From an optimization exercise on the open Yosys and OpenROAD flow, aimed at small area, a short achievable clock period and few clock cycles per item; shortcuts taken in it are not production practice. Only simulation tests tie the RTL to the original design; equivalence was not proved. Power figures rest on the tool's default switching activity, not on a simulated workload.

==> flow/design.v <==
package core_pkg;
    localparam int XLEN    = 32;
    localparam int SHAMT_W = $clog2(XLEN);
    typedef logic [XLEN-1:0] word_t;
    typedef logic [4:0]      reg_addr_t;
    localparam logic [1:0] BRANCH_PRFX = 2'b10;
    localparam logic [1:0] J_PRFX      = 2'b11;
    typedef enum logic [4:0] {
        ALU_ADD   = 5'b00000,
        ALU_SUB   = 5'b00001,
        ALU_SLL   = 5'b00010,
        ALU_SLT   = 5'b00011,
        ALU_SLTU  = 5'b00100,
        ALU_XOR   = 5'b00101,
        ALU_SRL   = 5'b00110,
        ALU_SRA   = 5'b00111,
        ALU_OR    = 5'b01000,
        ALU_AND   = 5'b01001,
        ALU_LUI   = 5'b01010,
        ALU_AUIPC = 5'b01011,
        ALU_BEQ   = 5'b10000,   
        ALU_BNE   = 5'b10001,
        ALU_BLT   = 5'b10100,
        ALU_BGE   = 5'b10101,
        ALU_BLTU  = 5'b10110,
        ALU_BGEU  = 5'b10111,
        ALU_JAL   = 5'b11000,
        ALU_JALR  = 5'b11001
    } alu_op_e;
    localparam logic [6:0] OPC_OP     = 7'b0110011;
    localparam logic [6:0] OPC_OP_IMM = 7'b0010011;
    localparam logic [6:0] OPC_LUI    = 7'b0110111;
    localparam logic [6:0] OPC_AUIPC  = 7'b0010111;
    localparam logic [6:0] OPC_JAL    = 7'b1101111;
    localparam logic [6:0] OPC_JALR   = 7'b1100111;
    localparam logic [6:0] OPC_BRANCH = 7'b1100011;
    localparam logic [2:0] F3_ADD_SUB = 3'b000;
    localparam logic [2:0] F3_SLL     = 3'b001;
    localparam logic [2:0] F3_SLT     = 3'b010;
    localparam logic [2:0] F3_SLTU    = 3'b011;
    localparam logic [2:0] F3_XOR     = 3'b100;
    localparam logic [2:0] F3_SRL_SRA = 3'b101;
    localparam logic [2:0] F3_OR      = 3'b110;
    localparam logic [2:0] F3_AND     = 3'b111;
    localparam logic [2:0] F3_JALR    = 3'b000;
    localparam logic [2:0] F3_BEQ  = 3'b000;
    localparam logic [2:0] F3_BNE  = 3'b001;
    localparam logic [2:0] F3_BLT  = 3'b100;
    localparam logic [2:0] F3_BGE  = 3'b101;
    localparam logic [2:0] F3_BLTU = 3'b110;
    localparam logic [2:0] F3_BGEU = 3'b111;
    localparam logic [6:0] F7_BASE = 7'b0000000;
    localparam logic [6:0] F7_ALT  = 7'b0100000;   
    typedef struct packed {
        logic [6:0] funct7;
        reg_addr_t  rs2;
        reg_addr_t  rs1;
        logic [2:0] funct3;
        reg_addr_t  rd;
        logic [6:0] opcode;
    } r_fmt_t;
    typedef struct packed {
        logic [11:0] imm_11_0;
        reg_addr_t   rs1;
        logic [2:0]  funct3;
        reg_addr_t   rd;
        logic [6:0]  opcode;
    } i_fmt_t;
    typedef struct packed {
        logic       imm_12;
        logic [5:0] imm_10_5;
        reg_addr_t  rs2;
        reg_addr_t  rs1;
        logic [2:0] funct3;
        logic [3:0] imm_4_1;
        logic       imm_11;
        logic [6:0] opcode;
    } b_fmt_t;
    typedef struct packed {
        logic [19:0] imm_31_12;
        reg_addr_t   rd;
        logic [6:0]  opcode;
    } u_fmt_t;
    typedef struct packed {
        logic       imm_20;
        logic [9:0] imm_10_1;
        logic       imm_11;
        logic [7:0] imm_19_12;
        reg_addr_t  rd;
        logic [6:0] opcode;
    } j_fmt_t;
    typedef union packed {
        r_fmt_t r;
        i_fmt_t i;
        b_fmt_t b;
        u_fmt_t u;
        j_fmt_t j;
    } instr_u;
endpackage
`timescale 1ns/1ps
module ex_top (
    input  logic         clk_i,
    input  logic         rst_n_i,
    input  logic         in_valid_i,
    output logic         in_ready_o,
    input  logic [31:0]  in_instr_i,
    input  logic [31:0]  in_pc_i,
    input  logic [31:0]  in_rs1_data_i,
    input  logic [31:0]  in_rs2_data_i,
    output logic         out_valid_o,
    input  logic         out_ready_i,
    output logic [4:0]   out_rd_addr_o,
    output logic         out_rd_we_o,
    output logic [31:0]  out_rd_data_o,
    output logic         out_flush_o,
    output logic [31:0]  out_target_o,
    output logic         out_illegal_o
);
    logic [31:0] x, pc, a, b;
    assign x  = in_instr_i;
    assign pc = in_pc_i;
    assign a  = in_rs1_data_i;
    assign b  = in_rs2_data_i;
    logic [6:0] opc;
    logic [2:0] f3;
    logic [6:0] f7;
    assign opc = x[6:0];
    assign f3  = x[14:12];
    assign f7  = x[31:25];
    logic is_op, is_opimm, is_lui, is_auipc, is_jal, is_jalr, is_br;
    assign is_op    = (opc == 7'b0110011);
    assign is_opimm = (opc == 7'b0010011);
    assign is_lui   = (opc == 7'b0110111);
    assign is_auipc = (opc == 7'b0010111);
    assign is_jal   = (opc == 7'b1101111);
    assign is_jalr  = (opc == 7'b1100111);
    assign is_br    = (opc == 7'b1100011);
    logic f7_zero, f7_alt;
    assign f7_zero = (f7 == 7'b0000000);
    assign f7_alt  = (f7 == 7'b0100000);
    logic illegal;
    always_comb begin
        illegal = 1'b1;
        if (is_op)
            illegal = (f3 == 3'b000 || f3 == 3'b101) ? !(f7_zero || f7_alt) : !f7_zero;
        else if (is_opimm)
            illegal = (f3 == 3'b001) ? !f7_zero : (f3 == 3'b101) ? !(f7_zero || f7_alt) : 1'b0;
        else if (is_lui || is_auipc || is_jal)
            illegal = 1'b0;
        else if (is_jalr)
            illegal = (f3 != 3'b000);
        else if (is_br)
            illegal = (f3[2:1] == 2'b01);
    end
    logic        use_rs2;
    logic        sub;
    logic [31:0] imm_i;
    logic [31:0] op2;
    assign use_rs2 = x[5] & ~x[2];
    assign imm_i   = {{20{x[31]}}, x[31:20]};
    assign op2     = use_rs2 ? b : imm_i;
    assign sub = (x[6] & ~x[2]) | (~x[6] & ~f3[2] & f3[1])
               | (~x[6] & x[5] & (f3 == 3'b000) & x[30]);
    logic [31:0] op2x;
    logic [33:0] sum_ext;
    logic [31:0] sum;
    logic        cout;
    assign op2x    = op2 ^ {32{sub}};
    assign sum_ext = {1'b0, a, 1'b1} + {1'b0, op2x, sub};
    assign sum     = sum_ext[32:1];
    assign cout    = sum_ext[33];
    logic ltu, lts, eq;
    logic [31:0] xr;
    assign xr  = a ^ op2;
    assign ltu = ~cout;
    assign lts = (a[31] ^ op2[31]) ? a[31] : ltu;
    assign eq  = (xr == 32'd0);
    logic taken;
    always_comb begin
        case (f3[2:1])
            2'b00:   taken = eq ^ f3[0];
            2'b10:   taken = lts ^ f3[0];
            default: taken = ltu ^ f3[0];
        endcase
    end
    logic [4:0]  shamt;
    logic        sleft;
    logic        sarith;
    logic [31:0] sh_in;
    logic [31:0] sh_r;
    logic [31:0] sh_l;
    assign shamt  = op2[4:0];
    assign sleft  = ~f3[2];
    assign sarith = x[30] & a[31];
    always_comb begin
        for (int i = 0; i < 32; i++) sh_in[i] = sleft ? a[31-i] : a[i];
    end
    assign sh_r = 32'($signed({sarith & ~sleft, sh_in}) >>> shamt);
    always_comb begin
        for (int i = 0; i < 32; i++) sh_l[i] = sh_r[31-i];
    end
    logic [31:0] alu_res;
    always_comb begin
        case (f3)
            3'b000:  alu_res = sum;
            3'b001:  alu_res = sh_l;
            3'b010:  alu_res = {31'b0, lts};
            3'b011:  alu_res = {31'b0, ltu};
            3'b100:  alu_res = xr;
            3'b101:  alu_res = sh_r;
            3'b110:  alu_res = a | op2;
            default: alu_res = a & op2;
        endcase
    end
    logic [31:0] imm_pc;
    always_comb begin
        if (x[3])       imm_pc = {{12{x[31]}}, x[19:12], x[20], x[30:21], 1'b0};
        else if (!x[2]) imm_pc = {{20{x[31]}}, x[7], x[30:25], x[11:8], 1'b0};
        else            imm_pc = {x[31:12], 12'b0};
    end
    logic [31:0] pc_sum;
    logic [31:0] pc4;
    assign pc_sum = pc + imm_pc;
    assign pc4    = {pc[31:2] + 30'd1, pc[1:0]};
    logic [31:0] wb_data;
    logic [31:0] target;
    always_comb begin
        if (!x[2])      wb_data = alu_res;
        else if (!x[4]) wb_data = pc4;
        else if (x[5])  wb_data = {x[31:12], 12'b0};
        else            wb_data = pc_sum;
    end
    assign target = (x[2] & ~x[3]) ? {sum[31:1], 1'b0} : pc_sum;
    logic wb_we, flush;
    assign wb_we = !illegal && !is_br && (x[11:7] != 5'd0);
    assign flush = !illegal && (is_jal || is_jalr || (is_br && taken));
    logic accept;
    assign in_ready_o = !out_valid_o || out_ready_i;
    assign accept     = in_valid_i && in_ready_o;
    always_ff @(posedge clk_i or negedge rst_n_i) begin
        if (!rst_n_i) out_valid_o <= 1'b0;
        else if (in_ready_o) out_valid_o <= in_valid_i;
    end
    always_ff @(posedge clk_i) begin
        if (accept) begin
            out_rd_addr_o <= x[11:7];
            out_rd_we_o   <= wb_we;
            out_rd_data_o <= wb_data;
            out_flush_o   <= flush;
            out_target_o  <= target;
            out_illegal_o <= illegal;
        end
    end
endmodule
==> flow/run.sh <==
#!/bin/bash
# synth_recipe.tcl (not shown) runs the flow's synth.tcl, then flattens the netlist and writes it again
# the make line also repeats each setting of config.mk as NAME=value (left out here)
make -C /OpenROAD-flow-scripts/flow DESIGN_CONFIG=/design/flow/config.mk WORK_HOME=/design/flow/orfs CLKGATE_MAP_FILE= SYNTH_SCRIPT=/design/flow/synth_recipe.tcl finish
==> flow/config.mk <==
export PLATFORM = sky130hd
export DESIGN_NAME = ex_top
export DESIGN_NICKNAME = ex_top
export VERILOG_FILES = /design/flow/design.v
export SDC_FILE = /design/flow/constraint.sdc
export NUM_CORES = 4
export LEC_CHECK = 0
export ABC_CLOCK_PERIOD_IN_PS = 5000
export CAP_MARGIN = 20
export CORE_MARGIN = 2
export CORE_UTILIZATION = 40
export SETUP_SLACK_MARGIN = 0.2
export SLEW_MARGIN = 20
==> flow/constraint.sdc <==
create_clock -name core_clock -period 7.0 [get_ports {clk_i}]
set_input_delay 1.4000 -clock core_clock [delete_from_list [all_inputs] [get_ports {clk_i}]]
set_output_delay 1.4000 -clock core_clock [all_outputs]
set_load 0.01 [all_outputs]
==> impl_metrics.ini, run 1 <==
[run_status]
outcome = no timing/DRC/antenna violations

[setup_path]
crit_start = in_instr_i[3]
cp-end-kind = register
r2r_slack_ns = 5.17
cp_cell_sequence = clkdlybuf4s50_1 > nor2_1 > a22o_1 > ha_1 > inv_1 > fa_1 > nor2b_1 > o31a_1 > o31ai_1 > a21boi_0 > nor2_1 > o311ai_0 > nand3_1 > a311oi_1 > a21oi_1
cp_slowest_cell = clkdlybuf4s50_1
worstSetupEndpoint = out_rd_data_o[27]
crit_path_max_fanout = 15
critPathLaunchType = input pin
r2r_end = out_rd_data_o[27]
timing.critical_path.mode_cell = nor2_1
crit_type = input pin to register
crit_arrival_ns = 6.40
ff2ff_path_depth = 2
worstPathRequired_ns = 7.09
reg2reg_from = out_valid_o
max_stage_delay_ns = 0.77

[floorplanning]
die_w_um = 188
rows = 67
die_y_um = 188
initial_core_util = 0.405
core_um2 = 33400
io_pins = 206
die_area_um2 = 35200

[run]
max_cap_viol_count = 0

[power_and_ir_drop]
swShare = 0.469
p_leak_nw = 6.85
clockPowerShare = 0.193
p_switching_mw = 1.37
p_seq_frac = 0.193
p_per_area_nw_per_um2 = 178
ir_worst_vdd_v = 0.000157
power.internal_mw = 1.56
combPwrFrac = 0.614

[routing]
drt-vias-per-instance = 6.70
routedWlPerCell_um = 30.6
drtIter0Drc = 2320
routed_wl_um = 72400
first_pass_iters = 6
vias = 15900
drc_errors = 0
detail-route-antenna-nets = 0

[synthesis]
ys_warn_count = 1
seq_area_frac_synth = 0.162
synth_cells = 1750
avgSynthCellArea_um2 = 7.71
synth_seq_cells = 73
syn_nets = 2010
ys.flop_type = edfxtp_1
synth_edf_count = 72
syn-cell-area_um2 = 13500
ys_types = 89
async_flop_share = 0.0137

[timing]
fin_skew_ns = 0.00869
hold_ws_ns = 0.548
period_needed_ns = 6.31
fmax_ghz = 0.158
rsz0062_at_grt = false
hold_viol = 0
slew_violations = 0
max_slew_margin = 0.261
setup_viol = 0
period_share = 0.902
setup_tns_ns = 0
worstMarginPinSlew_ns = 1.11

[worst_hold_path]
hp-class = register to register

[cells_and_area]
area_growth_pct = 21.9
layout_commonest_cell = clkdlybuf4s50_1
fin_nets = 2170
fillers = 3366
layout_common_cells = clkdlybuf4s50_1 (201), nand2_1 (165), a21oi_1 (148)
drive_gt1_frac = 0.0742

[grt]
grt_max_degree = 73
grt_pass1_wl_um = 103000
antenna_found_initial = 10
grt_overflow_total = 0
grt_pass1_vias = 14600
grt_usage = 0.398

[clocking]
cts_inserted_buffers = 9
cts_tree = done
clkTransAtPathRegs_ns = 0.06
holdBufCountCts = 0
root_buffer = clkbuf_16
clock_latency_ns = 0.37
cts_sinks = 73
ctsResizeCount = 0
htree_levels = 3
max-clock-path-buffers = 2
post-cts-setup-buffers = 0

[placement]
gp_congestion = 1.05
dpl.hpwl_um = 57700
io_buffers = 205
[state kept, by name, summed over array words and instances (netlist names)]
register       cells
out_rd_addr_o      5
out_rd_data_o     32
out_target_o      32
out_rd_we_o        1
out_flush_o        1
out_valid_o        1
out_illegal_o      1
[cells by family (layout without fill, tap and decap cells)]
logic type      count (synthesis)  count (layout)  share of synthesized area
compound gates                601             601                      0.293
simple gates                  513             513                      0.179
buf+inv                       215             380                     0.0640
fa+ha+maj                     128             128                      0.119
mux                           113             113                      0.114
xor+xnor                      107             107                     0.0694
flops                          73              73                      0.162
other cells                     0               6                          0
[power by group through the flow]
stage | Sequential (mW) | Combinational [mW] | Clock (mW)
3_3_place_gp | 0.576 | 1.73 | 0
5_1_grt | 0.571 | 1.88 | 0.582
3_5_place_dp | 0.576 | 1.72 | 0
2_1_floorplan | 0.594 | 0.982 | 0
4_1_cts | 0.567 | 1.73 | 0.573
6_report | 0.567 | 1.80 | 0.565
[critical path: cells and delay by family]
| kind | cells | cell delay (ns) |
|---|---|---|
| buffers and inverters | 2 | 0.84 |
| AOI/OAI and AO/OA | 7 | 2.30 |
| and+or+nand+nor | 4 | 1.25 |
| adders and majority gates | 2 | 0.60 |
[Yosys cell counts, types with 7 or more instances]
| cell type | count | area [um2] |
|---|---|---|
| mux4_2 | 31 | 698 |
| clkbuf_1 | 83 | 312 |
| and2_1 | 19 | 119 |
| mux2i_1 | 78 | 781 |
| buf_2 | 11 | 55.1 |
| o211ai_1 | 21 | 158 |
| buf_1 | 15 | 56.3 |
| o22ai_1 | 29 | 181 |
| edfxtp_1 | 72 | 2160 |
| o21a_1 | 7 | 52.6 |
| a22o_1 | 8 | 70.1 |
| nand2b_1 | 9 | 56.3 |
| nand2_1 | 165 | 619 |
| nor2b_1 | 7 | 43.8 |
| a221oi_1 | 18 | 158 |
| inv_1 | 95 | 357 |
| o31ai_1 | 18 | 135 |
| nand3_1 | 55 | 275 |
| a211oi_1 | 47 | 353 |
| or3_1 | 7 | 43.8 |
| xor2_1 | 56 | 490 |
| ha_1 | 127 | 1590 |
| o21bai_1 | 9 | 67.6 |
| a31oi_1 | 24 | 150 |
| nor4_1 | 12 | 75.1 |
| o21ai_0 | 114 | 571 |
| a21boi_0 | 7 | 52.6 |
| o221ai_1 | 12 | 105 |
| nor2_1 | 130 | 488 |
| nor3_1 | 40 | 200 |
| nand4_1 | 21 | 131 |
| a21oi_1 | 148 | 741 |
| a21o_1 | 61 | 458 |
| xnor2_1 | 51 | 447 |
| and3_1 | 18 | 113 |
[layer usage]
| metal | global-route usage | vias up | share of wire |
|---|---|---|---|
| li1 | - | 6907 | - |
| met1 | 0.536 | 7685 | 0.42 |
| met2 | 0.605 | 1078 | 0.43 |
| met3 | 0.102 | 191 | 0.11 |
| met4 | 0.166 | 2 | 0.049 |
| met5 | 0 | - | 0.00018 |
[area by class of cell]
cell class                 instances  area [um2]  share of cell area
antenna                            6        15.0            0.000913
clock buffer                      10         229              0.0139
clock inverter                     6         114             0.00692
inverter                         100         380              0.0231
multi-input combinational       1462       10500               0.638
sequential                        73        2190               0.133
tap                              448         561              0.0341
timing repair buffer             264        2470               0.150
[worst min-delay path by stage]
stage                            from           to  slack [ns]  depth (start not counted)
after floorplan           out_valid_o  out_valid_o        0.62                          2
after global placement    out_valid_o  out_valid_o        0.52                          2
after detailed placement  out_valid_o  out_valid_o        0.54                          2
after CTS                 out_valid_o  out_valid_o        0.55                          2
after global routing      out_valid_o  out_valid_o        0.58                          2
final                     out_valid_o  out_valid_o        0.55                          2
[per-stage QoR]
step	utilization	setup slack (ns)	instance area [um2]	power [mW]	std cells
4_1_cts	0.493	0.769	16400	2.87	2363
3_5_place_dp	0.482	0.424	16100	2.30	2347
2_1_floorplan	-	1.69	13500	1.58	1750
3_3_place_gp	0.482	0.374	16100	2.31	2347
5_1_grt	0.493	0.426	16400	3.03	2363
6_report	0.493	0.685	16500	2.93	2369
Testbench counts, summed over its fixed seeds: cycles 16,008, items 16,000.
==> run 2: changes to the inputs <==
--- a/flow/design.v
+++ b/flow/design.v
@@ -100,2 +100,59 @@
 `timescale 1ns/1ps
+module px_add #(
+    parameter int W    = 32,
+    parameter int KIND = 0
+) (
+    input  logic [W-1:0] a,
+    input  logic [W-1:0] b,
+    input  logic         cin,
+    output logic [W-1:0] s,
+    output logic         cout,
+    output logic [W-1:0] p,
+    output logic [W-1:0] g
+);
+    localparam int L = $clog2(W);
+    logic [W-1:0] gg [0:L];
+    logic [W-1:0] pg [0:L];
+    logic [W-1:0] gk;
+    logic [W-1:0] pk;
+    assign p = a ^ b;
+    assign g = a & b;
+    always_comb begin
+        gg[0]    = g;
+        pg[0]    = p;
+        gg[0][0] = g[0] | (p[0] & cin);
+        for (int l = 0; l < L; l++) begin
+            for (int i = 0; i < W; i++) begin
+                gg[l+1][i] = gg[l][i];
+                pg[l+1][i] = pg[l][i];
+                if (KIND == 0 && i >= (1 << l)) begin
+                    gg[l+1][i] = gg[l][i] | (pg[l][i] & gg[l][i - (1 << l)]);
+                    pg[l+1][i] = pg[l][i] & pg[l][i - (1 << l)];
+                end
+                if (KIND == 1 && (i & (1 << l)) != 0) begin
+                    gg[l+1][i] = gg[l][i] | (pg[l][i] & gg[l][((i >> l) << l) - 1]);
+                    pg[l+1][i] = pg[l][i] & pg[l][((i >> l) << l) - 1];
+                end
+            end
+        end
+        gk = gg[0];
+        pk = pg[0];
+        for (int l = 0; l < L; l++)
+            for (int i = 0; i < W; i++)
+                if (((i + 1) % (2 << l)) == 0) begin
+                    gk[i] = gk[i] | (pk[i] & gk[i - (1 << l)]);
+                    pk[i] = pk[i] & pk[i - (1 << l)];
+                end
+        for (int l = L - 2; l >= 0; l--)
+            for (int i = 0; i < W; i++)
+                if (((i + 1) % (2 << l)) == (1 << l) && i >= (2 << l)) begin
+                    gk[i] = gk[i] | (pk[i] & gk[i - (1 << l)]);
+                    pk[i] = pk[i] & pk[i - (1 << l)];
+                end
+    end
+    logic [W-1:0] c;
+    assign c    = (KIND == 2) ? gk : gg[L];
+    assign s    = p ^ {c[W-2:0], cin};
+    assign cout = c[W-1];
+endmodule
 module ex_top (
@@ -161,26 +218,17 @@
     assign op2     = use_rs2 ? b : imm_i;
-    assign sub = (x[6] & ~x[2]) | (~x[6] & ~f3[2] & f3[1])
-               | (~x[6] & x[5] & (f3 == 3'b000) & x[30]);
+    assign sub = x[6] ? ~x[2] : ((~f3[2] & f3[1]) | (x[5] & x[30]));
     logic [31:0] op2x;
-    logic [33:0] sum_ext;
     logic [31:0] sum;
     logic        cout;
-    assign op2x    = op2 ^ {32{sub}};
-    assign sum_ext = {1'b0, a, 1'b1} + {1'b0, op2x, sub};
-    assign sum     = sum_ext[32:1];
-    assign cout    = sum_ext[33];
-    logic ltu, lts, eq;
-    logic [31:0] xr;
-    assign xr  = a ^ op2;
+    logic [31:0] pr;
+    logic [31:0] gr;
+    assign op2x = op2 ^ {32{sub}};
+    px_add #(.W(32), .KIND(0)) i_add (
+        .a(a), .b(op2x), .cin(sub), .s(sum), .cout(cout), .p(pr), .g(gr)
+    );
+    logic ltu, lts, eq, lt;
     assign ltu = ~cout;
     assign lts = (a[31] ^ op2[31]) ? a[31] : ltu;
-    assign eq  = (xr == 32'd0);
-    logic taken;
-    always_comb begin
-        case (f3[2:1])
-            2'b00:   taken = eq ^ f3[0];
-            2'b10:   taken = lts ^ f3[0];
-            default: taken = ltu ^ f3[0];
-        endcase
-    end
+    assign eq  = &pr;
+    assign lt  = (x[6] ? f3[1] : f3[0]) ? ltu : lts;
     logic [4:0]  shamt;
@@ -201,15 +249,2 @@
     end
-    logic [31:0] alu_res;
-    always_comb begin
-        case (f3)
-            3'b000:  alu_res = sum;
-            3'b001:  alu_res = sh_l;
-            3'b010:  alu_res = {31'b0, lts};
-            3'b011:  alu_res = {31'b0, ltu};
-            3'b100:  alu_res = xr;
-            3'b101:  alu_res = sh_r;
-            3'b110:  alu_res = a | op2;
-            default: alu_res = a & op2;
-        endcase
-    end
     logic [31:0] imm_pc;
@@ -222,16 +257,39 @@
     logic [31:0] pc4;
-    assign pc_sum = pc + imm_pc;
-    assign pc4    = {pc[31:2] + 30'd1, pc[1:0]};
-    logic [31:0] wb_data;
-    logic [31:0] target;
-    always_comb begin
-        if (!x[2])      wb_data = alu_res;
-        else if (!x[4]) wb_data = pc4;
-        else if (x[5])  wb_data = {x[31:12], 12'b0};
-        else            wb_data = pc_sum;
-    end
-    assign target = (x[2] & ~x[3]) ? {sum[31:1], 1'b0} : pc_sum;
-    logic wb_we, flush;
+    logic        pc_cout_unused;
+    logic [31:0] pc_p_unused;
+    logic [31:0] pc_g_unused;
+    px_add #(.W(32), .KIND(2)) i_pcadd (
+        .a(pc), .b(imm_pc), .cin(1'b0), .s(pc_sum), .cout(pc_cout_unused),
+        .p(pc_p_unused), .g(pc_g_unused)
+    );
+    assign pc4 = {pc[31:2] + 30'd1, pc[1:0]};
+    logic [31:0] t_d;
+    always_comb begin
+        if (x[6] ? (x[2] & ~x[3]) : (~x[2] & ~f3[0]))
+            t_d = {sum[31:1], sum[0] & ~x[6]};
+        else if (!x[2] && !x[6])
+            t_d = sh_l;
+        else
+            t_d = pc_sum;
+    end
+    logic [31:0] d_d;
+    always_comb begin
+        if (x[2]) begin
+            d_d = x[4] ? {x[31:12], 12'b0} : pc4;
+        end else begin
+            case (f3)
+                3'b010, 3'b011: d_d = {31'b0, lt};
+                3'b100:         d_d = pr;
+                3'b101:         d_d = sh_r;
+                3'b110:         d_d = pr | gr;
+                default:        d_d = gr;
+            endcase
+        end
+    end
+    logic use_t_d;
+    assign use_t_d = x[2] ? (x[4] & ~x[5]) : (f3[2:1] == 2'b00);
+    logic cmp_d;
+    assign cmp_d = f3[2] ? lt : eq;
+    logic wb_we;
     assign wb_we = !illegal && !is_br && (x[11:7] != 5'd0);
-    assign flush = !illegal && (is_jal || is_jalr || (is_br && taken));
     logic accept;
@@ -243,2 +301,4 @@
     end
+    logic [31:0] t_q, d_q;
+    logic        use_t_q, cmp_q, inv_q, br_q, jmp_q;
     always_ff @(posedge clk_i) begin
@@ -247,8 +307,15 @@
             out_rd_we_o   <= wb_we;
-            out_rd_data_o <= wb_data;
-            out_flush_o   <= flush;
-            out_target_o  <= target;
             out_illegal_o <= illegal;
+            t_q           <= t_d;
+            d_q           <= d_d;
+            use_t_q       <= use_t_d;
+            cmp_q         <= cmp_d;
+            inv_q         <= f3[0];
+            br_q          <= is_br && !illegal;
+            jmp_q         <= is_jal || (is_jalr && !illegal);
         end
     end
+    assign out_target_o  = t_q;
+    assign out_rd_data_o = use_t_q ? t_q : d_q;
+    assign out_flush_o   = jmp_q || (br_q && (cmp_q ^ inv_q));
 endmodule
==> flow/flow/run.sh (new file) <==
#!/bin/bash
set -euo pipefail
W=$(pwd)
F=$W/flow
RES=$W/orfs/results/$FLOW_PLATFORM/ex_top/base
source "$F/settings.sh"

# Synthesis: reference script, with the ABC script swapped through a variable trace.
cat > "$W/synth_swap_abc.tcl" <<TCL
proc my_abc_script_trace {name1 name2 op} {
  global abc_script
  if {\$abc_script ne "$F/abc_map.script"} { set abc_script "$F/abc_map.script" }
}
trace add variable ::abc_script write my_abc_script_trace
source $W/synth_recipe.tcl
TCL
make -C "$FLOW_HOME" DESIGN_CONFIG="$W/config.mk" WORK_HOME="$W/orfs" CLKGATE_MAP_FILE= \
  SYNTH_SCRIPT="$W/synth_swap_abc.tcl" $SYNTH_EXTRA "$RES/1_2_yosys.v" > "$W/flow_synth.log" 2>&1

# The rest of the standard flow, on that netlist.
bash "$W/standard.sh" finish "BUFFER_PORTS_ARGS=-buffer_cell sky130_fd_sc_hd__buf_1" \
  > "$W/flow_layout.log" 2>&1
==> flow/flow/abc_map.script (new file) <==
strash
dch
map -a
topo
stime -c
==> flow/flow/settings.sh (new file) <==
# Extra make variables for the synthesis step (ADDER_MAP_FILE= skips ORFS's full/half-adder
# extraction before ABC).
SYNTH_EXTRA=""
==> flow/standard.sh (new file) <==
#!/bin/bash
# synth_recipe.tcl (not shown) runs the flow's synth.tcl, then flattens the netlist and writes it again
# the make line also repeats each setting of config.mk as NAME=value (left out here)
make -C /OpenROAD-flow-scripts/flow DESIGN_CONFIG=/design/flow/config.mk WORK_HOME=/design/flow/orfs CLKGATE_MAP_FILE= SYNTH_SCRIPT=/design/flow/synth_recipe.tcl "${@:-finish}"
--- a/flow/config.mk
+++ b/flow/config.mk
@@ -11,3 +11,3 @@
 export CORE_UTILIZATION = 40
-export SETUP_SLACK_MARGIN = 0.2
+export SETUP_SLACK_MARGIN = 2.0
 export SLEW_MARGIN = 20
removed: flow/run.sh
==> impl_metrics.ini, run 2 <==
[routing]
first_pass_iters = 5
drtIter0Drc = 1393
drt-vias-per-instance = 5.90
vias = 13200
routedWlPerCell_um = 23.8
detail-route-antenna-nets = 0
routed_wl_um = 53200
drc_errors = 0

[clocking]
clock_latency_ns = 0.36
clkTransAtPathRegs_ns = 0.07
htree_levels = 3
cts_inserted_buffers = 9
cts_sinks = 77
cts_tree = done
max-clock-path-buffers = 2
root_buffer = clkbuf_16

[timing]
fin_skew_ns = 0.00650
max_slew_margin = 0.249
period_needed_ns = 5.01
fmax_ghz = 0.199
fin_ws_ns = 1.99
setup_viol = 0
hold_viol = 0
period_share = 0.716
setup_tns_ns = 0
slew_violations = 0
worstMarginPinSlew_ns = 1.12
rsz0062_at_grt = true

[worst_hold_path]
hold_path_depth = 2
hp-start = out_valid_o
hp-class = register to register
hold_path_end = out_valid_o

[synthesis]
synth_edf_count = 76
yosys-top-cells-count = nand2_1 (315), o21ai_0 (247), clkinv_1 (220)
synth.area.top_cells = edfxtp_1 (21%), o21ai_0 (11%), nand2_1 (11%)
synth_seq_cells = 77
synth.most_common_cell = nand2_1
async_flop_share = 0.0130
avgSynthCellArea_um2 = 6.76
ys_types = 39
ys.flop_type = edfxtp_1
synth_cells = 1612
ys_warn_count = 7
yosysTopAreaCell = edfxtp_1
syn_nets = 1854
seq_area_frac_synth = 0.212
syn-cell-area_um2 = 10900
yosysTopAreaCellShare = 0.209

[cells_and_area]
area_growth_pct = 24.7
seq_area_um2 = 2310
drive_gt1_frac = 0.133
fin_nets = 2129
reg.largest.list = d_q: 32 flops, t_q: 32 flops, out_rd_addr_o: 5 flops
fillers = 2821
layout_commonest_cell = nand2_1
layout_common_cells = nand2_1 (312), o21ai_0 (222), buf_1 (200)
multi_input_comb_area_um2 = 8400

[placement]
dpl.hpwl_um = 43400
gp_congestion = 1.02
pre_cts_ws_ns = 0.590
io_buffers = 205

[power_and_ir_drop]
p_per_area_nw_per_um2 = 187
combPwrFrac = 0.587
p_switching_mw = 1.24
power.internal_mw = 1.30
p_seq_frac = 0.236
clockPowerShare = 0.177
ir_worst_vdd_v = 0.0000883
swShare = 0.488
p_leak_nw = 5.04

[setup_path]
cp-end-kind = register
crit_type = input pin to register
crit_arrival_ns = 5.07
r2r_slack_ns = 5.21
worstPathRequired_ns = 7.06
r2r_end = d_q[13]
cp_slowest_cell = or2_2
critPathLaunchType = input pin
max_stage_delay_ns = 0.31
ff2ff_path_depth = 2
reg2reg_from = out_valid_o
crit_path_max_fanout = 7

[run]
max_cap_viol_count = 0

[floorplanning]
rows = 60
initial_core_util = 0.405
die_area_um2 = 28600
die_y_um = 169
core_um2 = 26900
io_pins = 206
die_w_um = 169

[grt]
grt_pass1_vias = 12200
grt_overflow_total = 0
grt_pass1_wl_um = 76600
grt_max_degree = 77
antenna_found_initial = 2
grt_usage = 0.362

[run_status]
outcome = no timing/DRC/antenna violations
[run 2: worst max-delay path: cells and delay by family]
family          cells  cell delay (ns)
buf+inv            10             0.70
compound gates      7             1.04
xor+xnor            2             0.43
fa+ha+maj           1             0.26
simple gates        9             1.21
[run 2: worst max path at each step]
stage	cells after the start	startpoint	endpoint	slack, ns
floorplan	27	in_instr_i[5]	t_q[30]	1.13
global route	26	in_instr_i[5]	t_q[30]	1.80
global placement	20	in_instr_i[2]	t_q[30]	0.72
finish	29	in_instr_i[5]	t_q[30]	1.99
detailed placement	20	in_instr_i[2]	t_q[30]	0.59
CTS	29	in_instr_i[5]	t_q[30]	1.80
[run 2: cells by family (layout without fill, tap and decap cells)]
logic type      after synthesis  in the layout  synth area share
other cells                   0              1                 0
xor+xnor                     68             68            0.0547
flops                        77             77             0.212
mux                          34             34            0.0349
compound gates              542            542             0.281
simple gates                561            561             0.205
fa+ha+maj                   110            110             0.137
buf+inv                     220            500            0.0758
[run 2: cell type report]
class / instances / area share
Multi-Input combinational cell: 1315 / 0.618
Timing Repair Buffer: 264 / 0.0958
Clock inverter: 5 / 0.00267
Antenna cell: 1 / 0.000184
Inverter: 220 / 0.0652
Clock buffer: 11 / 0.0171
Sequential cell: 77 / 0.170
Tap cell: 341 / 0.0314
[run 2: power groups by stage]
stage	sequential, mW	combinational [mW]	clock (mW)
final	0.597	1.49	0.450
after global routing	0.602	1.59	0.472
after CTS	0.597	1.37	0.453
after detailed placement	0.607	1.32	0
after global placement	0.606	1.33	0
after floorplan	0.614	0.798	0
[run 2: what timing repair did]
item                       in CTS  in global routing
pin swaps                      10                 28
hold buffers                    0                  0
gates resized for setup        51                101
setup buffers                  10                 15
setup endpoints to repair      48                 35
[run 2: metrics by stage]
step	power (mW)	hold slack [ns]	std cells	cell area, um2	utilization
6_report	2.54	0.597	2234	13600	0.506
5_1_grt	2.67	0.645	2233	13600	0.506
4_1_cts	2.42	0.599	2218	13100	0.488
3_5_place_dp	1.93	0.580	2192	12600	0.467
3_3_place_gp	1.93	0.571	2192	12600	0.467
2_1_floorplan	1.41	0.631	1612	11100	-
[run 2: metal layers]
layer / global-route usage / up-vias / wire length (um)
li1: - / 6234 / -
met1: 0.493 / 6222 / 22700
met2: 0.573 / 637 / 23700
met3: 0.0760 / 97 / 4990
met4: 0.121 / 0 / 1870
met5: 0 / - / 0
Testbench counts of run 2, summed over its fixed seeds: cycles 16,008, items 16,000.
==> run 3: changes to the inputs <==
--- a/flow/design.v
+++ b/flow/design.v
@@ -224,3 +224,3 @@
     logic [31:0] gr;
-    assign op2x = op2 ^ {32{sub}};
+    assign op2x = use_rs2 ? (b ^ {32{sub}}) : (imm_i ^ {32{sub}});
     px_add #(.W(32), .KIND(0)) i_add (
@@ -238,3 +238,2 @@
     logic [31:0] sh_r;
-    logic [31:0] sh_l;
     assign shamt  = op2[4:0];
@@ -246,5 +245,2 @@
     assign sh_r = 32'($signed({sarith & ~sleft, sh_in}) >>> shamt);
-    always_comb begin
-        for (int i = 0; i < 32; i++) sh_l[i] = sh_r[31-i];
-    end
     logic [31:0] imm_pc;
@@ -266,10 +262,3 @@
     logic [31:0] t_d;
-    always_comb begin
-        if (x[6] ? (x[2] & ~x[3]) : (~x[2] & ~f3[0]))
-            t_d = {sum[31:1], sum[0] & ~x[6]};
-        else if (!x[2] && !x[6])
-            t_d = sh_l;
-        else
-            t_d = pc_sum;
-    end
+    assign t_d = (x[6] ? (x[2] & ~x[3]) : ~x[2]) ? {sum[31:1], sum[0] & ~x[6]} : pc_sum;
     logic [31:0] d_d;
@@ -282,3 +271,3 @@
                 3'b100:         d_d = pr;
-                3'b101:         d_d = sh_r;
+                3'b001, 3'b101: d_d = sh_r;
                 3'b110:         d_d = pr | gr;
@@ -289,3 +278,5 @@
     logic use_t_d;
-    assign use_t_d = x[2] ? (x[4] & ~x[5]) : (f3[2:1] == 2'b00);
+    logic rev_d;
+    assign use_t_d = x[2] ? (x[4] & ~x[5]) : (f3 == 3'b000);
+    assign rev_d   = ~x[2] & (f3 == 3'b001);
     logic cmp_d;
@@ -302,3 +293,4 @@
     logic [31:0] t_q, d_q;
-    logic        use_t_q, cmp_q, inv_q, br_q, jmp_q;
+    logic        use_t_q, rev_q, cmp_q, inv_q, br_q, jmp_q;
+    logic [31:0] d_rev;
     always_ff @(posedge clk_i) begin
@@ -311,2 +303,3 @@
             use_t_q       <= use_t_d;
+            rev_q         <= rev_d;
             cmp_q         <= cmp_d;
@@ -318,3 +311,6 @@
     assign out_target_o  = t_q;
-    assign out_rd_data_o = use_t_q ? t_q : d_q;
+    always_comb begin
+        for (int i = 0; i < 32; i++) d_rev[i] = d_q[31-i];
+    end
+    assign out_rd_data_o = use_t_q ? t_q : (rev_q ? d_rev : d_q);
     assign out_flush_o   = jmp_q || (br_q && (cmp_q ^ inv_q));
==> flow/flow/abc_map.script (replaced) <==
strash
dch
map -D 2000
topo
stime -c
--- a/flow/flow/settings.sh
+++ b/flow/flow/settings.sh
@@ -2,2 +2,2 @@
 # extraction before ABC).
-SYNTH_EXTRA=""
+SYNTH_EXTRA="ADDER_MAP_FILE="
--- a/flow/config.mk
+++ b/flow/config.mk
@@ -11,3 +11,3 @@
 export CORE_UTILIZATION = 40
-export SETUP_SLACK_MARGIN = 2.0
+export SETUP_SLACK_MARGIN = 2.5
 export SLEW_MARGIN = 20
==> impl_metrics.ini, run 3 <==
[run_status]
outcome = no timing/DRC/antenna violations

[grt]
grt_max_degree = 78
grt_usage = 0.367
grt_pass1_wl_um = 78100
grt_pass1_vias = 12900
use_met3 = 0.0461
antenna_found_initial = 3
busiest_layer = met2
grt_overflow_total = 0
grt_use_met1 = 0.505
grtUsageMet2 = 0.594

[timing]
max_slew_margin = 0.305
slew_violations = 0
period_needed_ns = 4.49
setup_viol = 0
setup_tns_ns = 0
fmax_ghz = 0.223
rsz0062_at_grt = true
period_share = 0.641
worstMarginPinSlew_ns = 1.04
fin_skew_ns = 0.00881
hold_viol = 0

[power_and_ir_drop]
fin_total_pwr_mw = 2.51
power.internal_mw = 1.32
p_per_area_nw_per_um2 = 189
p_leak_nw = 4.87
swShare = 0.474
p_switching_mw = 1.19
combPwrFrac = 0.546
p_seq_frac = 0.240
clockPowerShare = 0.214
ir_worst_vdd_v = 0.000121

[placement]
io_buffers = 205
dp.cells = 2325
gp_congestion = 1.02
dpl.hpwl_um = 41700

[floorplanning]
rows = 59
core_um2 = 26000
io_pins = 206
die_area_um2 = 27700
die_y_um = 167
initial_core_util = 0.406
die_w_um = 167

[setup_path]
crit_path_max_fanout = 11
worstPathRequired_ns = 7.08
critPathLaunchType = input pin
cp-end-kind = register
crit_type = input pin to register
crit_arrival_ns = 4.56

[cells_and_area]
insertedDiodeCount = 0
layout_common_cells = nand2_1 (382), nor2_1 (277), buf_1 (196)
reg.largest.list = d_q: 32 flops, t_q: 32 flops, out_rd_addr_o: 5 flops
area_growth_pct = 25.7
fin_nets = 2157
stdcell_count = 2365
layout_commonest_cell = nand2_1
drive_gt1_frac = 0.121

[routing]
vias = 14100
drtIter0Drc = 1345
first_pass_iters = 6
drc_errors = 0
detail-route-antenna-nets = 0
routedWlPerCell_um = 22.1
drt-vias-per-instance = 5.97
routed_wl_um = 52300

[synthesis]
yosysTopAreaCellShare = 0.219
syn-cell-area_um2 = 10600
synth_edf_count = 77
synth_cells = 1748
synth.area.top_cells = edfxtp_1 (22%), nand2_1 (14%), nor2_1 (11%)
async_flop_share = 0.0128
ys_warn_count = 7
yosys-top-cells-count = nand2_1 (387), nor2_1 (315), o21ai_0 (200)
ys.flop_type = edfxtp_1
synth.most_common_cell = nand2_1
ys_types = 38
synth_seq_cells = 78
yosysTopAreaCell = edfxtp_1
seq_area_frac_synth = 0.221
avgSynthCellArea_um2 = 6.04
syn_nets = 1880

[run]
max_cap_viol_count = 0

[clocking]
root_buffer = clkbuf_16
cts_sinks = 78
clock_latency_ns = 0.35
max-clock-path-buffers = 2
clkTransAtPathRegs_ns = 0.07
cts_inserted_buffers = 9
htree_levels = 3
cts_tree = done
holdBufCountCts = 0

[worst_hold_path]
hp-class = register to register
## run 3: cell types whose count changed after synthesis, sizes merged, moves of 17 or more
cell    before  now
mux2i        2   27
clkinv     220  183
mux2        32    0
ha          94    0
o31ai        2   35
nor2       173  315
o22ai       68   47
nand2      315  387
o21ai      247  200
nand3       29   46
## run 3: power groups by stage
stage | clock network (mW) | registers [mW] | logic, mW
detailed placement | 0 | 0.613 | 1.22
finish | 0.538 | 0.603 | 1.37
global placement | 0 | 0.613 | 1.22
global route | 0.561 | 0.609 | 1.47
floorplan | 0 | 0.626 | 0.746
CTS | 0.542 | 0.603 | 1.27
## run 3: final timing paths
| path | startpoint | end | slack (ns) | cells past startpoint |
|---|---|---|---|---|
| setup / recovery | in_instr_i[3] | t_q[23] | 2.51 | 17 |
| max in group asynchronous | rst_n_i | out_valid_o | 6.11 | 1 |
| setup reg to reg | out_valid_o | t_q[18] | 5.20 | 2 |
| hold / removal | out_valid_o | out_valid_o | 0.60 | 2 |
| min in group asynchronous | rst_n_i | out_valid_o | 0.79 | 1 |
| hold reg to reg | out_valid_o | out_valid_o | 0.60 | 2 |
## run 3: logic make-up (layout without fill, tap and decap cells)
kind of cell / after synthesis / count (layout) / synth area share
xor+xnor: 69 / 69 / 0.0572
compound gates: 549 / 550 / 0.305
buf+inv: 183 / 463 / 0.0650
simple gates: 842 / 843 / 0.326
mux: 27 / 27 / 0.0256
flops: 78 / 78 / 0.221
## run 3: stage by stage
stage / setup slack, ns / hold WS, ns / instance area (um2) / utilization
after floorplan: 1.85 / 0.631 / 10700 / -
after global placement: 0.874 / 0.572 / 12200 / 0.471
after detailed placement: 0.901 / 0.583 / 12200 / 0.471
after CTS: 2.49 / 0.600 / 12900 / 0.496
after global routing: 2.35 / 0.647 / 13300 / 0.511
final: 2.51 / 0.599 / 13300 / 0.511
## run 3: area by class of cell
type	instances	area, um2
Multi-Input combinational cell	1489	8150
Inverter	183	734
Clock buffer	9	225
Sequential cell	78	2340
Tap cell	335	419
Clock inverter	7	105
Fill cell	2810	12700
Timing Repair Buffer	264	1310
## run 3: routing by layer
layer | share of wire | vias to the layer above
met5 | 0.00050 | -
met1 | 0.41 | 6491
li1 | - | 6725
met3 | 0.093 | 125
met4 | 0.043 | 6
met2 | 0.45 | 767
## run 3: worst max-delay path, cell delays in order
cell and delay (ns):
buf_1 0.29, nor2_4 0.08, clkinv_1 0.05, buf_4 0.22, nor2_4 0.11, a21oi_2 0.28, nor2_1 0.14, or2_2 0.33
or3_2 0.53, o21ai_4 0.23, nand2_1 0.07, nand2_1 0.14, nand2_1 0.07, a21oi_1 0.17, nand2_1 0.13, a21boi_0 0.20
o22ai_1 0.10
## run 3: timing repair
item,4_1_cts,5_1_grt
gates cloned,2,1
endpoints found under the setup margin,56,42
buffers inserted,13,8
gates resized for setup,58,86
pin swaps,6,9
Testbench counts of run 3, summed over its fixed seeds: cycles 16,008, items 16,000.
==> run 4: changes to the inputs <==
--- a/flow/design.v
+++ b/flow/design.v
@@ -225,3 +225,3 @@
     assign op2x = use_rs2 ? (b ^ {32{sub}}) : (imm_i ^ {32{sub}});
-    px_add #(.W(32), .KIND(0)) i_add (
+    px_add #(.W(32), .KIND(1)) i_add (
         .a(a), .b(op2x), .cin(sub), .s(sum), .cout(cout), .p(pr), .g(gr)
--- a/flow/config.mk
+++ b/flow/config.mk
@@ -11,2 +11,4 @@
 export CORE_UTILIZATION = 40
+export CTS_BUF_LIST = sky130_fd_sc_hd__clkbuf_8
+export CTS_CLUSTER_SIZE = 40
 export SETUP_SLACK_MARGIN = 2.5
==> impl_metrics.ini, run 4 <==
[placement]
io_buffers = 205
gp_congestion = 1.02
dpl-instance-area_um2 = 11800
dpl.hpwl_um = 37800

[worst_hold_path]
hp-class = register to register
hp-start = out_valid_o

[setup_path]
critPathLaunchType = input pin
timing.critical_path.mode_cell = nand2_1
reg2reg_from = out_valid_o
cp_cell_sequence = buf_2 > nand2_8 > buf_4 > or2_2 > o21ai_4 > xor2_2 > nor2_1 > or2_4 > or2_4 > nand2_4 > o21ai_4 > o21ai_4 > buf_12 > a21oi_4 > buf_12 > o21ai_2 > nand2_1 > nand2_1 > nand2_1 > nand2_1 > o21ai_0
cp-end-kind = register
crit_type = input pin to register
crit_path_max_fanout = 8
path_delay_family = simple AND/OR/NAND/NOR gates
max_stage_delay_ns = 0.33
crit_start = in_instr_i[5]
cp_slowest_cell = or2_2
crit_arrival_ns = 4.49
worstPathRequired_ns = 7.12
path_buf_inv = 4

[clocking]
htree_levels = 3
clkTransAtPathRegs_ns = 0.10
holdBufCountCts = 0
cts_tree = done
cts_sinks = 78
clock_latency_ns = 0.39
cts_inserted_buffers = 9
root_buffer = clkbuf_8
max-clock-path-buffers = 2

[synthesis]
avgSynthCellArea_um2 = 6.02
ys_types = 40
yosysTopAreaCellShare = 0.227
ys_warn_count = 7
synth_edf_count = 77
yosys-top-cells-count = nand2_1 (380), nor2_1 (295), clkinv_1 (219)
synth.area.top_cells = edfxtp_1 (23%), nand2_1 (14%), nor2_1 (11%)
syn-cell-area_um2 = 10200
seq_area_frac_synth = 0.230
yosysTopAreaCell = edfxtp_1
async_flop_share = 0.0128
synth_seq_cells = 78
syn_nets = 1823
synth.most_common_cell = nand2_1
ys.flop_type = edfxtp_1
synth_cells = 1691

[floorplanning]
die_y_um = 163
initial_core_util = 0.405
rows = 58
core_um2 = 25100
die_w_um = 163
io_pins = 206
die_area_um2 = 26700

[cells_and_area]
drive_gt1_frac = 0.104
final_util = 0.505
fin_area_um2 = 12700
layout_commonest_cell = nand2_1
insertedDiodeCount = 0
area_growth_pct = 24.6
layout_common_cells = nand2_1 (370), nor2_1 (276), clkinv_1 (204)
reg.largest.list = d_q: 32 flops, t_q: 32 flops, out_rd_addr_o: 5 flops
fin_nets = 2095

[timing]
period_share = 0.626
period_needed_ns = 4.38
setup_tns_ns = 0
worstMarginPinSlew_ns = 1.05
hold_viol = 0
slew_violations = 0
max_slew_margin = 0.298
fmax_ghz = 0.228
fin_skew_ns = 0.0156
rsz0062_at_grt = false
setup_viol = 0

[run]
max_cap_viol_count = 0

[power_and_ir_drop]
p_per_area_nw_per_um2 = 174
p_leak_nw = 4.74
ir_worst_vdd_v = 0.0000849

[routing]
first_pass_iters = 6
drt-vias-per-instance = 5.87
routedWlPerCell_um = 21.2
vias = 13500
drc_errors = 0
routed_wl_um = 48700
detail-route-antenna-nets = 0
drtIter0Drc = 1329

[grt]
antenna_found_initial = 0
grt_max_degree = 78
grt_overflow_total = 0
grt_pass1_wl_um = 70300
grt_usage = 0.351
grt_pass1_vias = 11900

[run_status]
outcome = no timing/DRC/antenna violations
run 4: cell count changes in the layout (fill, tap and decap cells not counted), moves of 9 or more:
cell / before / now
nand2_1: 382 / 370
nor2_2: 23 / 10
mux2i_1: 25 / 34
clkinv_1: 170 / 204
nand3_1: 45 / 32
o211ai_1: 18 / 4
buf_4: 52 / 37
xor2_1: 44 / 29
and2_2: 18 / 6
a21oi_1: 141 / 153
run 4: layout make-up:
type,count,area (um2)
Clock buffer,9,124
Clock inverter,7,80.1
Fill cell,2745,12400
Inverter,219,882
Multi-Input combinational cell,1397,7510
Sequential cell,78,2340
Tap cell,330,413
Timing Repair Buffer,256,1320
Timing Repair inverter,2,13.8
run 4: worst reg2reg max path: cells and delay by family, from the launching register on:
kind	cells	cell delay, ns
flip-flops	1	0.43
AO/OA/AOI/OAI	1	0.15
buffers and inverters	1	0.78
run 4: final timing paths:
check,cells after the start,slack [ns],end
worst max-delay path,21,2.62,t_q[25]
worst min-delay path,2,0.61,out_valid_o
worst max register to register,2,5.19,d_q[28]
worst min register to register,2,0.61,out_valid_o
max in group asynchronous,1,6.15,out_valid_o
min in group asynchronous,1,0.75,out_valid_o
run 4: kinds of logic (layout without fill, tap and decap cells):
group | Yosys count | after routing | share of synthesized area
AND/OR/NAND/NOR | 786 | 787 | 0.311
AO/OA/AOI/OAI | 518 | 520 | 0.297
buffers and inverters | 219 | 493 | 0.0808
flip-flops | 78 | 78 | 0.230
XOR/XNOR | 56 | 56 | 0.0482
multiplexers | 34 | 34 | 0.0335
run 4: power by group:
| part | internal, mW | leakage [nW] | switching, mW |
|---|---|---|---|
| logic | 0.391 | 3.89 | 0.827 |
| clock network | 0.171 | 0.103 | 0.213 |
| registers | 0.578 | 0.752 | 0.0288 |
run 4: metal layers:
metal | up-vias | global-route usage | share of wire
met5 | - | 0 | 0
met4 | 0 | 0.136 | 0.040
met3 | 108 | 0.0513 | 0.10
met2 | 746 | 0.537 | 0.43
met1 | 6213 | 0.496 | 0.43
li1 | 6432 | - | -
run 4: metrics by stage:
step	std cells	hold slack (ns)	power (mW)	setup WS, ns
after floorplan	1691	0.631	1.32	1.71
after global placement	2256	0.556	1.71	1.43
after detailed placement	2257	0.590	1.71	1.32
after CTS	2279	0.615	2.13	2.50
after global routing	2298	0.662	2.33	2.46
final	2298	0.608	2.21	2.62
run 4: timing repair:
item / in CTS / in global routing
setup endpoints to repair: 50 / 47
cloned: 2 / 5
resized for setup: 49 / 68
buffers inserted: 4 / 14
pin swaps: 5 / 21
Testbench counts of run 4, summed over its fixed seeds: cycles 16,008, items 16,000.
==> run 5: changes to the inputs <==
--- a/flow/config.mk
+++ b/flow/config.mk
@@ -13,3 +13,3 @@
 export CTS_CLUSTER_SIZE = 40
-export SETUP_SLACK_MARGIN = 2.5
+export SETUP_SLACK_MARGIN = 2.6
 export SLEW_MARGIN = 20
==> impl_metrics.ini, run 5 <==
[clocking]
cts_inserted_buffers = 9
max-clock-path-buffers = 2
root_buffer = clkbuf_8
clock_latency_ns = 0.39
htree_levels = 3
holdBufCountCts = 0
cts_tree = done
cts_sinks = 78
clkTransAtPathRegs_ns = 0.11

[synthesis]
ys_warn_count = 7
yosysTopAreaCellShare = 0.227
syn_nets = 1823
async_flop_share = 0.0128
synth_cells = 1691
seq_area_frac_synth = 0.230
avgSynthCellArea_um2 = 6.02
syn-cell-area_um2 = 10200
synth_edf_count = 77
ys_types = 40
synth.most_common_cell = nand2_1
yosysTopAreaCell = edfxtp_1
synth.area.top_cells = edfxtp_1 (23%), nand2_1 (14%), nor2_1 (11%)
yosys-top-cells-count = nand2_1 (380), nor2_1 (295), clkinv_1 (219)
synth_seq_cells = 78
ys.flop_type = edfxtp_1

[routing]
first_pass_iters = 8
routedWlPerCell_um = 21.3
detail-route-antenna-nets = 0
drtIter0Drc = 1387
vias = 13300
drt-vias-per-instance = 5.80
drc_errors = 0
routed_wl_um = 48800

[power_and_ir_drop]
fin_total_pwr_mw = 2.22
p_leak_nw = 4.76
ir_worst_vdd_v = 0.0000793
p_per_area_nw_per_um2 = 174

[timing]
setup_tns_ns = 0
period_needed_ns = 4.33
max_slew_margin = 0.271
fin_skew_ns = 0.0132
slew_violations = 0
fin_ws_ns = 2.67
fmax_ghz = 0.231
period_share = 0.618
hold_viol = 0
rsz0062_at_grt = false
setup_viol = 0
worstMarginPinSlew_ns = 1.09

[placement]
io_buffers = 205
dpl.hpwl_um = 37800
gp_congestion = 1.01
pre_cts_ws_ns = 1.23
dpl-instance-area_um2 = 11800

[setup_path]
crit_path_max_fanout = 11
r2r_slack_ns = 5.18
crit_start = in_instr_i[2]
worstPathRequired_ns = 7.12
crit_arrival_ns = 4.45
ff2ff_path_depth = 2
critPathLaunchType = input pin
r2r_end = rev_q
worstSetupEndpoint = t_q[28]
reg2reg_from = out_valid_o
cp-end-kind = register
crit_type = input pin to register

[floorplanning]
core_um2 = 25100
rows = 58
die_y_um = 163
die_area_um2 = 26700
initial_core_util = 0.405
die_w_um = 163
io_pins = 206

[cells_and_area]
fin_nets = 2093
insertedDiodeCount = 0
area_growth_pct = 25.4
multi_input_comb_area_um2 = 7610
reg.largest.list = d_q: 32 flops, t_q: 32 flops, out_rd_addr_o: 5 flops
drive_gt1_frac = 0.115
layout_common_cells = nand2_1 (364), nor2_1 (271), clkinv_1 (203)
fin_area_um2 = 12800
fillers = 2758
seq_area_um2 = 2340
layout_commonest_cell = nand2_1

[worst_hold_path]
hp-class = register to register

[grt]
grt_overflow_total = 0
grt_pass1_vias = 11700
grt_pass1_wl_um = 71100
antenna_found_initial = 0
grt_max_degree = 78
grt_usage = 0.356

[run_status]
outcome = no timing/DRC/antenna violations

[run]
max_cap_viol_count = 0
run 5: cell count changes in the layout (fill, tap and decap cells not counted), sizes merged:
cell,delta
nand2,-1
a21oi,-1
clkbuf,+1
clkinv,+2
clkinvlp,-2
o21ai,-1
run 5: cell type report:
class	count	area share
clock inverter	7	0.00667
clock buffer	9	0.00971
timing repair inverter	2	0.00108
sequential	78	0.183
timing repair buffer	257	0.101
inverter	219	0.0693
multi-input combinational	1394	0.597
tap	330	0.0324
run 5: power breakdown:
| part | switching [mW] | internal, mW | leakage, nW |
|---|---|---|---|
| logic | 0.832 | 0.394 | 3.90 |
| clock network | 0.213 | 0.173 | 0.107 |
| registers | 0.0308 | 0.578 | 0.752 |
run 5: metrics by stage:
step                cells  hold slack (ns)  utilization
CTS                  2288            0.595        0.493
global placement     2258            0.569        0.472
finish               2296            0.594        0.508
global route         2296            0.652        0.508
floorplan            1691            0.631            -
detailed placement   2258            0.571        0.472
run 5: cells by family after synthesis:
group | after synthesis | share of synthesized area
DFF | 78 | 0.230
AOI/OAI and AO/OA | 518 | 0.297
muxes | 34 | 0.0335
buffers and inverters | 219 | 0.0808
xor gates and xnor gates | 56 | 0.0482
and+or+nand+nor | 786 | 0.311
run 5: worst max-delay path, stage by stage:
cell	delay, ns
buf_6	0.14
buf_12	0.17
a22oi_2	0.20
buf_6	0.16
clkinv_2	0.05
buf_4	0.17
xor2_2	0.16
and2_4	0.18
or2_4	0.23
or2_4	0.24
nand2_4	0.08
o21ai_4	0.08
o21ai_4	0.28
a21oi_4	0.11
buf_12	0.16
o31ai_4	0.23
nand2_1	0.12
nand2_1	0.09
o22ai_1	0.17
run 5: how the worst min path moves through the flow:
stage                     depth (start not counted)     endpoint  slack, ns        start
after floorplan                                   2  out_valid_o       0.63  out_valid_o
after global placement                            2  out_valid_o       0.57  out_valid_o
after detailed placement                          2  out_valid_o       0.57  out_valid_o
after CTS                                         2  out_valid_o       0.59  out_valid_o
after global routing                              2  out_valid_o       0.65  out_valid_o
final                                             2  out_valid_o       0.59  out_valid_o
run 5: routing by layer:
layer / part of all wire / wire (um) / vias to the layer above / global-route usage
li1: - / - / 6424 / -
met1: 0.43 / 21000 / 6135 / 0.506
met2: 0.44 / 21400 / 676 / 0.553
met3: 0.10 / 5060 / 78 / 0.0617
met4: 0.028 / 1340 / 0 / 0.0985
met5: 0 / 0 / - / 0
run 5: what timing repair did:
item	CTS	global route
pin swaps	6	19
gates resized for setup	62	90
gates cloned	2	2
setup endpoints to repair	57	45
buffers inserted	12	6

-- what the ideal ports hide --
The results above use ideal ports. As a check the final layouts listed here were re-extracted and re-timed, cells and wires unchanged. Step 1 (the two cells are an assumption about what drives the block):
set clk [get_ports {clk_i}]
set_driving_cell -lib_cell sky130_fd_sc_hd__clkbuf_16 $clk
set_driving_cell -lib_cell sky130_fd_sc_hd__buf_2 [delete_from_list [all_inputs] $clk]
Step 2 also shifts input and output timing later by t, the mid clock arrival at the registers, as if the neighbouring blocks saw the same clock. a / b / c = no drivers / after step 1 / after step 2; a / b = the first two.
run | t (ns) | setup slack, ns | worst setup path after step 2
run 1 | 0.412 | 0.685 / 0.706 / 0.294 | input to register
run 2 | 0.398 | 1.986 / 1.990 / 1.592 | input to register
run 3 | 0.401 | 2.514 / 2.530 / 2.128 | input to register
run 4 | 0.423 | 2.621 / 2.635 / 2.212 | input to register
run 5 | 0.428 | 2.671 / 2.678 / 2.250 | input to register
After both steps setup and hold are still met in every run listed. The setup slack of run 5, which loses most, moves by +0.007 ns with the drivers and by -0.421 ns with both steps.
